What follows belongs to an exercise in optimizing a design on an open flow for small area, a short achievable clock period and few clock cycles per item; a production flow would make more cautious choices.
At most, simulation tests tie the RTL to the original design; equivalence was not proved.
Power figures rest on the tool's default switching activity, not on a simulated workload.

==> inputs of branch lagoon <==
==> flow/design.v <==
package xrg_pkg;
  localparam int unsigned WORD_W = 64;
  localparam logic [WORD_W-1:0] ALL_ONES = '1;
  localparam int unsigned ROT_A   = 55;
  localparam int unsigned SHIFT_B = 14;
  localparam int unsigned ROT_C   = 36;
  localparam logic [WORD_W-1:0] SEED0_RESET = WORD_W'(1);
  localparam logic [WORD_W-1:0] SEED1_RESET = WORD_W'(0);
  localparam int unsigned CFG_IDX_W = 1;
  localparam logic [CFG_IDX_W-1:0] CFG_SEED0 = 1'b0;
  localparam logic [CFG_IDX_W-1:0] CFG_SEED1 = 1'b1;
  localparam logic [1:0] REQ_RAW  = 2'd0;
  localparam logic [1:0] REQ_UPTO = 2'd1;
  localparam logic [1:0] REQ_SPAN = 2'd2;
  localparam int unsigned QDEPTH  = 2;
  localparam int unsigned QPTR_W  = (QDEPTH > 1) ? $clog2(QDEPTH) : 1;
  localparam int unsigned QCNT_W  = $clog2(QDEPTH + 1);
  localparam int unsigned DIV_STEPS = WORD_W;
  localparam int unsigned DCNT_W    = $clog2(DIV_STEPS);
  typedef enum logic {
    OP_PASS = 1'b0,
    OP_MOD  = 1'b1
  } xrg_op_t;
  typedef struct packed {
    logic [1:0]        req_type;
    logic [WORD_W-1:0] bound_low;
    logic [WORD_W-1:0] bound_high;
  } xrg_req_t;
  typedef struct packed {
    logic [WORD_W-1:0] value;
    logic              range_error;
  } xrg_rsp_t;
  typedef struct packed {
    xrg_op_t           op;
    logic [WORD_W-1:0] operand;
    logic [WORD_W-1:0] bound;
    logic [WORD_W-1:0] offset;
    logic              err;
  } xrg_job_t;
  localparam int unsigned JOB_W = 1 + 3 * WORD_W + 1;
  function automatic logic [WORD_W-1:0] rotl(input logic [WORD_W-1:0] v,
                                             input int unsigned amt);
    rotl = (v << amt) | (v >> (WORD_W - amt));
  endfunction
endpackage
import xrg_pkg::*;
module xrg_front
(
  input  logic                          clk,
  input  logic                          rst,
  input  logic                          adv,
  input  logic                          cfg_valid,
  input  logic [xrg_pkg::CFG_IDX_W-1:0] cfg_index,
  input  logic [xrg_pkg::WORD_W-1:0]    cfg_data,
  output logic [xrg_pkg::WORD_W-1:0]    raw
);
  logic [WORD_W-1:0] gen0;
  logic [WORD_W-1:0] gen1;
  logic [WORD_W-1:0] mix;
  logic [WORD_W-1:0] gen0_next;
  logic [WORD_W-1:0] gen1_next;
  logic raw_co;
  xrg_add #(.W(WORD_W)) u_raw (.a(gen0), .b(gen1), .ci(1'b0), .s(raw), .co(raw_co));
  assign mix       = gen0 ^ gen1;
  assign gen0_next = ((gen0 << ROT_A) | (gen0 >> (WORD_W-ROT_A))) ^ mix ^ (mix << SHIFT_B);
  assign gen1_next = ((mix << ROT_C) | (mix >> (WORD_W-ROT_C)));
  always_ff @(posedge clk) begin
    if (rst) begin
      gen0 <= SEED0_RESET;
      gen1 <= SEED1_RESET;
    end else begin
      if (cfg_valid && cfg_index == CFG_SEED0) gen0 <= cfg_data;
      else if (adv)                            gen0 <= gen0_next;
      if (cfg_valid && cfg_index == CFG_SEED1) gen1 <= cfg_data;
      else if (adv)                            gen1 <= gen1_next;
    end
  end
endmodule
module xrg_add #(
  parameter int W = 64
) (
  input  logic [W-1:0] a,
  input  logic [W-1:0] b,
  input  logic         ci,
  output logic [W-1:0] s,
  output logic         co
);
  localparam int L = $clog2(W);
  logic [W-1:0] p;
  logic [W-1:0] g;
  logic [W-1:0] gp;
  logic [W-1:0] pp;
  always_comb begin
    p = a ^ b;
    g = a & b;
    gp = g;
    pp = p;
    gp[0] = g[0] | (p[0] & ci);
    for (int l = 0; l < L; l++) begin
      for (int j = 0; j < W; j++) begin
        if (((j + 1) % (2 << l)) == 0) begin
          gp[j] = gp[j] | (pp[j] & gp[j - (1 << l)]);
          pp[j] = pp[j] & pp[j - (1 << l)];
        end
      end
    end
    for (int l = L - 2; l >= 0; l--) begin
      for (int j = 0; j < W; j++) begin
        if ((((j + 1) % (2 << l)) == (1 << l)) && (j >= (2 << l))) begin
          gp[j] = gp[j] | (pp[j] & gp[j - (1 << l)]);
          pp[j] = pp[j] & pp[j - (1 << l)];
        end
      end
    end
    s  = p ^ {gp[W-2:0], ci};
    co = gp[W-1];
  end
endmodule
import xrg_pkg::*;
module xrg_back
(
  input  logic                       clk,
  input  logic                       rst,
  input  logic                       req_valid,
  output logic                       req_stall,
  input  xrg_pkg::xrg_req_t          req,
  input  logic                       cfg_valid,
  input  logic [xrg_pkg::WORD_W-1:0] raw,
  output logic                       adv,
  output logic                       rsp_valid,
  input  logic                       rsp_stall,
  output xrg_pkg::xrg_rsp_t          rsp
);
  logic       st_a;       
  logic       st_div;     
  logic       st_fin;     
  logic [4:0] cnt;        
  logic [1:0] kind;
  logic       hi_ones;
  logic       span_lt;
  logic       pend;       
  logic       err;
  logic [63:0] r;
  logic [63:0] b1;
  logic [63:0] rawq;      
  logic [63:0] nlo;       
  logic take;
  logic out_free;
  assign take     = req_valid && !req_stall;
  assign out_free = !rsp_valid || !rsp_stall;
  assign rsp      = {r, err};
  logic        take_span;
  logic [63:0] diff;
  logic        diff_co;
  assign take_span = (req.req_type == REQ_SPAN);
  xrg_add #(.W(64)) u_diff (
    .a (req.bound_high), .b (~req.bound_low & {64{take_span}}), .ci (take_span),
    .s (diff), .co (diff_co)
  );
  logic [63:0] s1;
  logic [63:0] s2;
  logic [63:0] s3;
  logic        k1;
  logic        k2;
  logic        k3;
  logic        c1;
  logic        c2;
  logic        c3;
  logic [63:0] r_div;
  logic [66:0] t3x;
  logic [66:0] t3y;
  logic [66:0] t3z;
  logic [66:0] t3s;
  logic [66:0] t3c;
  logic [66:0] t3;
  logic        t3_co;
  xrg_add #(.W(64)) u_s1 (.a (r), .b (~b1),                 .ci (1'b0), .s (s1), .co (k1));
  xrg_add #(.W(64)) u_s2 (.a (r), .b (~{b1[62:0], 1'b1}),   .ci (1'b0), .s (s2), .co (k2));
  assign t3x = {3'b000, r};
  assign t3y = {3'b111, ~b1};
  assign t3z = {2'b11, ~b1, 1'b0};
  assign t3s = t3x ^ t3y ^ t3z;
  assign t3c = {(t3x[65:0] & t3y[65:0]) | (t3x[65:0] & t3z[65:0]) | (t3y[65:0] & t3z[65:0]), 1'b0};
  xrg_add #(.W(67)) u_s3 (.a (t3s), .b (t3c), .ci (1'b0), .s (t3), .co (t3_co));
  assign s3 = t3[63:0];
  assign c1 = k1;
  assign c2 = k2 && !b1[63];
  assign c3 = !t3[66];
  always_comb begin
    if (c3)      r_div = s3;
    else if (c2) r_div = s2;
    else if (c1) r_div = s1;
    else         r_div = r;
  end
  logic [31:0] pv;        
  logic [4:0]  k;
  logic [63:0] bn;
  always_comb begin
    for (int i = 0; i < 32; i++) begin
      pv[31 - i] = b1[63 - 2*i] | b1[62 - 2*i];
    end
  end
  logic [15:0] z2;
  logic [15:0] n2;
  logic [7:0]  z4;
  logic [15:0] n4;
  logic [3:0]  z8;
  logic [11:0] n8;
  logic [1:0]  z16;
  logic [7:0]  n16;
  always_comb begin
    for (int g = 0; g < 16; g++) begin
      z2[g] = !(pv[2*g+1] || pv[2*g]);
      n2[g] = !pv[2*g+1];
    end
    for (int g = 0; g < 8; g++) begin
      z4[g] = z2[2*g+1] && z2[2*g];
      n4[2*g +: 2] = z2[2*g+1] ? {1'b1, n2[2*g]} : {1'b0, n2[2*g+1]};
    end
    for (int g = 0; g < 4; g++) begin
      z8[g] = z4[2*g+1] && z4[2*g];
      n8[3*g +: 3] = z4[2*g+1] ? {1'b1, n4[2*(2*g) +: 2]} : {1'b0, n4[2*(2*g+1) +: 2]};
    end
    for (int g = 0; g < 2; g++) begin
      z16[g] = z8[2*g+1] && z8[2*g];
      n16[4*g +: 4] = z8[2*g+1] ? {1'b1, n8[3*(2*g) +: 3]} : {1'b0, n8[3*(2*g+1) +: 3]};
    end
    k = z16[1] ? {1'b1, n16[3:0]} : {1'b0, n16[7:4]};
  end
  logic b_zero;
  assign b_zero = z16[1] && z16[0];
  logic [63:0] sh1;
  logic [63:0] sh2;
  logic [63:0] sh3;
  logic [63:0] sh4;
  assign sh1 = k[4] ? {b1[31:0],  {32{1'b1}}} : b1;
  assign sh2 = k[3] ? {sh1[47:0], {16{1'b1}}} : sh1;
  assign sh3 = k[2] ? {sh2[55:0], {8{1'b1}}}  : sh2;
  assign sh4 = k[1] ? {sh3[59:0], {4{1'b1}}}  : sh3;
  assign bn  = k[0] ? {sh4[61:0], {2{1'b1}}}  : sh4;
  logic is_raw;
  logic is_upto;
  logic is_span;
  logic a_go;             
  logic a_div;            
  logic a_fin;            
  logic a_done;           
  logic a_zero;           
  logic div_last;
  assign is_raw   = (kind == REQ_RAW);
  assign is_upto  = (kind == REQ_UPTO);
  assign is_span  = (kind == REQ_SPAN);
  assign a_go     = st_a && out_free;
  assign a_div    = (is_upto && !hi_ones && !b_zero) ||
                    (is_span && !span_lt && !hi_ones && !b_zero);
  assign a_fin    = is_span && !span_lt && !hi_ones && b_zero;
  assign a_done   = !a_div && !a_fin;
  assign a_zero   = (kind == 2'd3) || (is_upto && !hi_ones && b_zero) ||
                    (is_span && (span_lt || (!hi_ones && b_zero)));
  assign div_last = (cnt == 5'd0);
  always_comb begin
    adv = 1'b0;
    if (st_a && pend) begin
      case (kind)
        REQ_RAW:  adv = 1'b1;
        REQ_UPTO: adv = hi_ones || !b_zero;
        REQ_SPAN: adv = !span_lt && (hi_ones || !b_zero);
        default:  adv = 1'b0;
      endcase
    end
  end
  logic       n_a;
  logic       n_div;
  logic       n_fin;
  logic [4:0] n_cnt;
  logic [1:0] n_kind;
  always_comb begin
    n_a   = st_a && !out_free;
    n_div = 1'b0;
    n_fin = 1'b0;
    n_cnt = cnt;
    if (a_go) begin
      n_div = a_div;
      n_fin = a_fin;
      n_cnt = k;
    end
    if (st_div) begin
      n_cnt = cnt - 5'd1;
      if (!div_last)    n_div = 1'b1;
      else if (is_span) n_fin = 1'b1;
    end
    if (take) begin
      n_a = 1'b1;
    end
    n_kind = take ? req.req_type : kind;
  end
  always_ff @(posedge clk) begin
    if (rst) begin
      st_a      <= 1'b0;
      st_div    <= 1'b0;
      st_fin    <= 1'b0;
      rsp_valid <= 1'b0;
      req_stall <= 1'b0;
    end else begin
      st_a   <= n_a;
      st_div <= n_div;
      st_fin <= n_fin;
      req_stall <= n_a || (n_div && !(n_cnt == 5'd0 && n_kind != REQ_SPAN));
      if ((a_go && a_done) || (st_div && div_last && !is_span) || st_fin) begin
        rsp_valid <= 1'b1;
      end else if (!rsp_stall) begin
        rsp_valid <= 1'b0;
      end
    end
  end
  always_ff @(posedge clk) begin
    cnt <= n_cnt;
    if (st_a) pend <= 1'b0;
    if (st_div) begin
      r <= r_div;
    end else if (st_fin) begin
      r <= s1;
    end else if (a_go) begin
      r   <= a_zero ? 64'd0 : rawq;
      err <= is_span && span_lt;
    end
    if (take) begin
      b1 <= diff;
    end else if (a_go) begin
      b1 <= a_fin ? nlo : bn;
    end else if (st_div) begin
      b1 <= div_last ? nlo : {2'b00, b1[63:2]};
    end
    if (take) begin
      rawq     <= raw;
      nlo      <= ~req.bound_low;
      kind     <= req.req_type;
      hi_ones  <= (req.bound_high == ALL_ONES);
      span_lt  <= !diff_co;
      pend     <= !cfg_valid;
    end
  end
endmodule
import xrg_pkg::*;
module xoroshiro_range_generator_top
(
  input  logic                 clk,
  input  logic                 rst,
  input  logic                 req_valid,
  output logic                 req_stall,
  input  xrg_pkg::xrg_req_t             req,
  output logic                 rsp_valid,
  input  logic                 rsp_stall,
  output xrg_pkg::xrg_rsp_t             rsp,
  input  logic                 cfg_valid,
  output logic                 cfg_ready,
  input  logic [xrg_pkg::CFG_IDX_W-1:0] cfg_index,
  input  logic [xrg_pkg::WORD_W-1:0]    cfg_data
);
  logic                      adv;
  logic [xrg_pkg::WORD_W-1:0] raw;
  assign cfg_ready = 1'b1;
  xrg_front u_front (
    .clk       (clk),
    .rst       (rst),
    .adv       (adv),
    .cfg_valid (cfg_valid),
    .cfg_index (cfg_index),
    .cfg_data  (cfg_data),
    .raw       (raw)
  );
  xrg_back u_back (
    .clk       (clk),
    .rst       (rst),
    .req_valid (req_valid),
    .req_stall (req_stall),
    .req       (req),
    .cfg_valid (cfg_valid),
    .raw       (raw),
    .adv       (adv),
    .rsp_valid (rsp_valid),
    .rsp_stall (rsp_stall),
    .rsp       (rsp)
  );
endmodule
==> flow/run.sh <==
#!/bin/bash
# synth_recipe.tcl (not shown) runs the flow's synth.tcl, then flattens the netlist and writes it again
# the make line also repeats each setting of config.mk as NAME=value (left out here)
make -C /OpenROAD-flow-scripts/flow DESIGN_CONFIG=/design/flow/config.mk WORK_HOME=/design/flow/orfs CLKGATE_MAP_FILE= SYNTH_SCRIPT=/design/flow/synth_recipe.tcl finish
==> flow/config.mk <==
export PLATFORM = sky130hd
export DESIGN_NAME = xoroshiro_range_generator_top
export DESIGN_NICKNAME = xoroshiro_range_generator_top
export VERILOG_FILES = /design/flow/design.v
export SDC_FILE = /design/flow/constraint.sdc
export NUM_CORES = 4
export LEC_CHECK = 0
export CAP_MARGIN = 20
export CORE_MARGIN = 2
export CORE_UTILIZATION = 50
export SETUP_SLACK_MARGIN = 1.7
export SLEW_MARGIN = 20
==> flow/constraint.sdc <==
create_clock -name core_clock -period 6.0 [get_ports {clk}]
set_input_delay 1.2000 -clock core_clock [delete_from_list [all_inputs] [get_ports {clk}]]
set_output_delay 1.2000 -clock core_clock [all_outputs]
set_load 0.01 [all_outputs]
==> branch delta (differences from branch lagoon) <==
--- a/flow/design.v
+++ b/flow/design.v
@@ -143,5 +143,5 @@
   logic [63:0] r;
-  logic [63:0] b1;
+  logic [63:0] nb1;       
   logic [63:0] rawq;      
-  logic [63:0] nlo;       
+  logic [63:0] lo;        
   logic take;
@@ -151,9 +151,6 @@
   assign rsp      = {r, err};
-  logic        take_span;
-  logic [63:0] diff;
-  logic        diff_co;
-  assign take_span = (req.req_type == REQ_SPAN);
+  logic [63:0] ndiff;
+  logic        ndiff_co;
   xrg_add #(.W(64)) u_diff (
-    .a (req.bound_high), .b (~req.bound_low & {64{take_span}}), .ci (take_span),
-    .s (diff), .co (diff_co)
+    .a (req.bound_low), .b (~req.bound_high), .ci (1'b0), .s (ndiff), .co (ndiff_co)
   );
@@ -176,7 +173,7 @@
   logic        t3_co;
-  xrg_add #(.W(64)) u_s1 (.a (r), .b (~b1),                 .ci (1'b0), .s (s1), .co (k1));
-  xrg_add #(.W(64)) u_s2 (.a (r), .b (~{b1[62:0], 1'b1}),   .ci (1'b0), .s (s2), .co (k2));
+  xrg_add #(.W(64)) u_s1 (.a (r), .b (nb1),                .ci (1'b0), .s (s1), .co (k1));
+  xrg_add #(.W(64)) u_s2 (.a (r), .b ({nb1[62:0], 1'b0}),  .ci (1'b0), .s (s2), .co (k2));
   assign t3x = {3'b000, r};
-  assign t3y = {3'b111, ~b1};
-  assign t3z = {2'b11, ~b1, 1'b0};
+  assign t3y = {3'b111, nb1};
+  assign t3z = {2'b11, nb1, 1'b0};
   assign t3s = t3x ^ t3y ^ t3z;
@@ -186,3 +183,3 @@
   assign c1 = k1;
-  assign c2 = k2 && !b1[63];
+  assign c2 = k2 && nb1[63];
   assign c3 = !t3[66];
@@ -196,6 +193,6 @@
   logic [4:0]  k;
-  logic [63:0] bn;
+  logic [63:0] bn;        
   always_comb begin
     for (int i = 0; i < 32; i++) begin
-      pv[31 - i] = b1[63 - 2*i] | b1[62 - 2*i];
+      pv[31 - i] = !(nb1[63 - 2*i] && nb1[62 - 2*i]);
     end
@@ -235,7 +232,7 @@
   logic [63:0] sh4;
-  assign sh1 = k[4] ? {b1[31:0],  {32{1'b1}}} : b1;
-  assign sh2 = k[3] ? {sh1[47:0], {16{1'b1}}} : sh1;
-  assign sh3 = k[2] ? {sh2[55:0], {8{1'b1}}}  : sh2;
-  assign sh4 = k[1] ? {sh3[59:0], {4{1'b1}}}  : sh3;
-  assign bn  = k[0] ? {sh4[61:0], {2{1'b1}}}  : sh4;
+  assign sh1 = k[4] ? {nb1[31:0], 32'd0} : nb1;
+  assign sh2 = k[3] ? {sh1[47:0], 16'd0} : sh1;
+  assign sh3 = k[2] ? {sh2[55:0], 8'd0}  : sh2;
+  assign sh4 = k[1] ? {sh3[59:0], 4'd0}  : sh3;
+  assign bn  = k[0] ? {sh4[61:0], 2'd0}  : sh4;
   logic is_raw;
@@ -327,7 +324,7 @@
     if (take) begin
-      b1 <= diff;
+      nb1 <= (req.req_type == REQ_SPAN) ? ndiff : ~req.bound_high;
     end else if (a_go) begin
-      b1 <= a_fin ? nlo : bn;
+      nb1 <= a_fin ? lo : bn;
     end else if (st_div) begin
-      b1 <= div_last ? nlo : {2'b00, b1[63:2]};
+      nb1 <= div_last ? lo : {2'b11, nb1[63:2]};
     end
@@ -335,6 +332,6 @@
       rawq     <= raw;
-      nlo      <= ~req.bound_low;
+      lo       <= req.bound_low;
       kind     <= req.req_type;
       hi_ones  <= (req.bound_high == ALL_ONES);
-      span_lt  <= !diff_co;
+      span_lt  <= ndiff_co;
       pend     <= !cfg_valid;
Settings changed: SETUP_SLACK_MARGIN 1.7 to 1.25.
==> results.txt <==
- Branch delta finished with timing, DRC and antenna clean. Branch lagoon completed without violations.
- In branch delta the setup slack is better than in branch lagoon, by 320 ps.
- In branch delta the via count is smaller than in branch lagoon, by about 7%.
- Critical path depth: branch delta is lower than branch lagoon (3).
- Hold slack: branch delta is worse than branch lagoon (2.0 ps).
- Between branch lagoon and branch delta, the lower clock power is in branch lagoon (gap about 8%, measured against branch delta).
- Of branch delta and branch lagoon, branch lagoon has the higher register-to-register slack (gap 40 ps).
- Between branch lagoon and branch delta, the lower synthesized cell count is in branch delta (gap about 4.7%, measured against branch delta).
- Between branch delta and branch lagoon, the lower clock skew is in branch lagoon (gap 21 ps).
- In branch delta the power is smaller than in branch lagoon, by about 20%.
- In flip-flop and latch count, branch lagoon and branch delta do not differ.
==> figures <==
Starting density of the core: branch lagoon 50.3%; branch delta 50.2%
Ratio of routed vias to standard cells: branch lagoon 6.49; branch delta 6.39
Worst flop-to-flop path startpoint: branch lagoon u_back.b1[30]; branch delta u_back.nb1[8]
Area fraction of the dominant cell type after synthesis: branch lagoon 20.9%; branch delta 21.0%
Drt first-iter violations: branch lagoon 4831; branch delta 3551
Timing-limited maximum frequency: branch lagoon 0.199 GHz; branch delta 0.213 GHz
Outcome: branch lagoon no timing/DRC/antenna violations; branch delta no timing/DRC/antenna violations
Fin crit share: branch lagoon 83.7%; branch delta 78.3%
Depth of the worst register-to-register path: branch lagoon 17; branch delta 16
Critical Path Most Common Cell: branch lagoon a31o_4; branch delta buf_4
Post-synthesis instance area: branch lagoon 0.0373 sq mm; branch delta 0.0372 sq mm
Adder-cell share of the synthesized area: branch lagoon 22.5%; branch delta 22.5%
Number of fill cells in the layout: branch lagoon 6434; branch delta 6574
Worst Path Class, Setup: branch lagoon in -> reg; branch delta reg -> reg
Clock buffers and inverters, area share: branch lagoon 3.51%; branch delta 4.28%
Sequential share of cell area: branch lagoon 22.8%; branch delta 24.2%
Met3 Routed Length: branch lagoon 19200 um; branch delta 11500 um
Total power: branch lagoon 0.0203 W; branch delta 0.0161 W
Post-CTS Setup Inserts: branch lagoon 75; branch delta 25
PD cells: branch lagoon 435 mW/mm^2; branch delta 367 mW/mm^2
Maximum net fanout on the critical path: branch lagoon 4; branch delta 11
Testbench counts of branch delta, summed over its fixed seeds: cycles 25,157, items 1,600.
No functional check of the RTL was part of branch lagoon.

## afterwards: timing with drivers on the ports
In the flow no input, the clock included, has a driving cell. The finished layouts below were timed again as built, in two steps.
Step 1 assumes that a clkbuf_16 drives the clock port and a buf_2 every other input.
Step 2 also shifts input and output timing later by t, the mid clock arrival at the registers, as if the neighbouring blocks saw the same clock.
Three values: ideal ports, drivers, drivers and shift; two values: the first two.
run | shift t [ns] | setup WS [ns] | worst setup path after step 2 | slew at the worst register clock pin (ns) | pins driven straight from the clock port
branch lagoon | 0.699 | 0.980 / 1.008 / 0.309 | input to register | 0.08 / 0.08 | 1
branch delta | 0.706 | 1.305 / 1.305 / 0.736 | input to register | 0.07 / 0.07 | 1
After both steps setup and hold are still met in every run listed. For branch lagoon, which loses most, drivers alone change the setup slack by +0.028 ns; drivers and shift together by -0.671 ns.
